This design comes from an exercise in tuning for small area, a short achievable clock period and few clock cycles per item on the open sky130 flow, not from production work. No activity file was given, so power comes from the tool's default toggle rates.

== job 7080 ==
==> flow/design.v (excerpt) <==
module intermittent_compression_mode_controller #(
    parameter int HISTORY_LEN = icmc_pkg::HistoryLenDef,
    parameter int THETA       = icmc_pkg::ThetaDef,
    parameter int COUNT_WIDTH = 16
) (
    input  logic                          i_clk,
    input  logic                          i_rst_n,
    input  logic                          i_cfg_we,
    input  logic [icmc_pkg::CfgIdxW-1:0]  i_cfg_idx,
    input  logic [icmc_pkg::CfgDataW-1:0] i_cfg_data,
    input  logic                          i_valid,
    output logic                          o_ready,
    input  logic [1:0]                    i_mode,
    input  logic [3:0]                    i_op_count,
    output logic                          o_valid,
    input  logic                          i_ready,
    output logic                          o_regular_active,
    output logic                          o_mode_changed,
    output logic                          o_gate_vetoed,
    output logic [icmc_pkg::ThrW-1:0]     o_threshold_now,
    output logic [1:0]                    o_confidence_now,
    output logic signed [icmc_pkg::SumW-1:0] o_predictor_out
);
    logic acc, cap1, cap2, cap3, need_cap, qc_v, tinc_v;
    logic [1:0] mode;
    logic [3:0] op_count;
    icmc_ctrl u_ctrl (
        .i_clk, .i_rst_n, .i_valid, .o_ready, .o_valid, .i_ready, .i_mode, .i_op_count,
        .o_mode(mode), .o_op_count(op_count),
        .i_need_cap(need_cap), .i_qc_v(qc_v), .i_tinc_v(tinc_v),
        .o_acc(acc), .o_cap1(cap1), .o_cap2(cap2), .o_cap3(cap3)
    );
    icmc_dp #(
        .HISTORY_LEN(HISTORY_LEN), .THETA(THETA), .COUNT_WIDTH(COUNT_WIDTH)
    ) u_dp (
        .i_clk, .i_rst_n, .i_cfg_we, .i_cfg_idx, .i_cfg_data,
        .i_acc(acc), .i_cap1(cap1), .i_cap2(cap2), .i_cap3(cap3), .i_mode(mode), .i_op_count(op_count),
        .o_need_cap(need_cap), .o_qc_v(qc_v), .o_tinc_v(tinc_v),
        .o_regular_active, .o_mode_changed, .o_gate_vetoed,
  ...
For scale: ~100 I/O pins.
Settings: LEC_CHECK=0, ABC_AREA=1, CAP_MARGIN=20, CORE_MARGIN=2, CORE_UTILIZATION=40, SLEW_MARGIN=20, TNS_END_PERCENT=0; clock period 10.0 ns.
standard.sh (not shown) runs the stock make flow with config.mk's settings and CLKGATE_MAP_FILE= SYNTH_SCRIPT=/design/flow/synth_recipe.tcl, a recipe that flattens the netlist after the stock synthesis.
==> flow/flow/run.sh <==
#!/bin/bash
bash standard.sh SETUP_SLACK_MARGIN=6 finish > standard.log 2>&1
Job 7080 closes out successfully: all stages finished, all timing, DRC and antenna checks passed.
The following lists how job 7933 was set up differently from job 7080:
-- flow/design.v --
<<< job 7080, line 117
    logic [HL-1:0]        r_hs;              
    logic [PW-1:0]        r_sa, r_sb;        
    logic                 r_sc;
    logic signed [PW-1:0] r_sum;
    logic [CW-1:0]        r_qc;
>>> job 7933, line 117
    logic [HL-1:0]        r_hs;              
    logic [PW-1:0]        r_sa, r_sb;        
    logic signed [PW-1:0] r_sum;
    logic [CW-1:0]        r_qc;
<<< job 7080, line 214
    logic [PW-1:0] a4 [2];
    logic [PW-1:0] a5 [2];
    assign {a1[0], a1[1]} = csa(t[0], t[1], t[2], r_hs[0]);
    assign {a1[2], a1[3]} = csa(t[3], t[4], t[5], r_hs[1]);
>>> job 7933, line 213
    logic [PW-1:0] a4 [2];
    logic [PW-1:0] a5 [2];
    logic [PW-1:0] a6 [2];
    assign {a1[0], a1[1]} = csa(t[0], t[1], t[2], r_hs[0]);
    assign {a1[2], a1[3]} = csa(t[3], t[4], t[5], r_hs[1]);
<<< job 7080, line 225
    assign {a4[0], a4[1]} = csa(a3[0], a3[1], a3[2], r_hs[9]);
    assign {a5[0], a5[1]} = csa(a4[0], a4[1], a3[3], r_hs[10]);
    assign r_sum = r_sa + r_sb + (r_sc ? K + 12'd1 : K);
    logic          r_qa, r_qb, r_men, r_macc, a_next, b_next;
    logic [3:0]    r_fn, fn;
>>> job 7933, line 225
    assign {a4[0], a4[1]} = csa(a3[0], a3[1], a3[2], r_hs[9]);
    assign {a5[0], a5[1]} = csa(a4[0], a4[1], a3[3], r_hs[10]);
    assign {a6[0], a6[1]} = csa(a5[0], a5[1], K, r_hs[11]);
    assign r_sum = r_sa + r_sb;
    logic          r_qa, r_qb, r_men, r_macc, a_next, b_next;
    logic [3:0]    r_fn, fn;
<<< job 7080, line 342
            r_gate  <= 1'b0;
            r_chg   <= 1'b0;
            r_sa    <= -K;
            r_sb    <= '0;
            r_sc    <= 1'b0;
            r_hn    <= '0;
            r_hs    <= '0;
>>> job 7933, line 343
            r_gate  <= 1'b0;
            r_chg   <= 1'b0;
            r_sa    <= '0;
            r_sb    <= '0;
            r_hn    <= '0;
            r_hs    <= '0;
<<< job 7080, line 399
                            r_hn  <= '0;
                            r_hs  <= '0;
                            r_sa  <= -K;
                            r_sb  <= '0;
                            r_sc  <= 1'b0;
                        end else begin
                            r_sa  <= a5[0];
                            r_sb  <= a5[1];
                            r_sc  <= r_hs[11];
                        end
                    end
>>> job 7933, line 399
                            r_hn  <= '0;
                            r_hs  <= '0;
                            r_sa  <= '0;
                            r_sb  <= '0;
                        end else begin
                            r_sa  <= a6[0];
                            r_sb  <= a6[1];
                        end
                    end
Findings:
Comparing job 7080 and job 7933, the higher hold slack was measured on job 7080.
Taking job 7080 over job 7933, the cell-internal power ratio works out to 0.894.
Between job 7080 and job 7933, the flow reports final cell count without fillers increasing slightly.
Compared job 7933 vs job 7080, and combinational power share is up in job 7933.
Slew of the pin with the lowest slew margin in job 7933 is 0.080 ns lower than in job 7080
Time the final worst path needs with I/O delays and setup: job 7933 lower than job 7080
Job 7080 has a higher register fraction of the total cell area than job 7933.
Post-route worst setup slack on job 7933 is ahead of job 7080.
Against job 7080, job 7933 reports a worst hold path cell count that is lower.
Measured against each other, job 7080 and job 7933 differ in worst endpoint required time, the higher figure coming from job 7933.
Function was not checked in any run of this note: the RTL went through the layout flow alone.

==> re-timing with driven ports <==
In the flow no input, the clock included, has a driving cell. The finished layouts below were timed again as built, in two steps. Step 1 assumes that a clkbuf_16 drives the clock port and a buf_2 every other input. Step 2 also shifts input and output timing later by t, the mid clock arrival at the registers, as if the neighbouring blocks saw the same clock. Slacks: no drivers / after step 1 / after step 2; pairs: no drivers / after step 1.
| run | t, ns | setup slack, ns | latest minus earliest clock arrival (ns) |
|---|---|---|---|
| job 7080 | 0.637 | 5.229 / 5.166 / 4.818 | 0.030 / 0.030 |
| job 7933 | 0.630 | 5.275 / 5.275 / 4.810 | 0.028 / 0.028 |
After both steps setup and hold are still met in every run listed. For job 7933, which loses most, drivers alone change the setup slack by 0.000 ns; drivers and shift together by -0.465 ns.
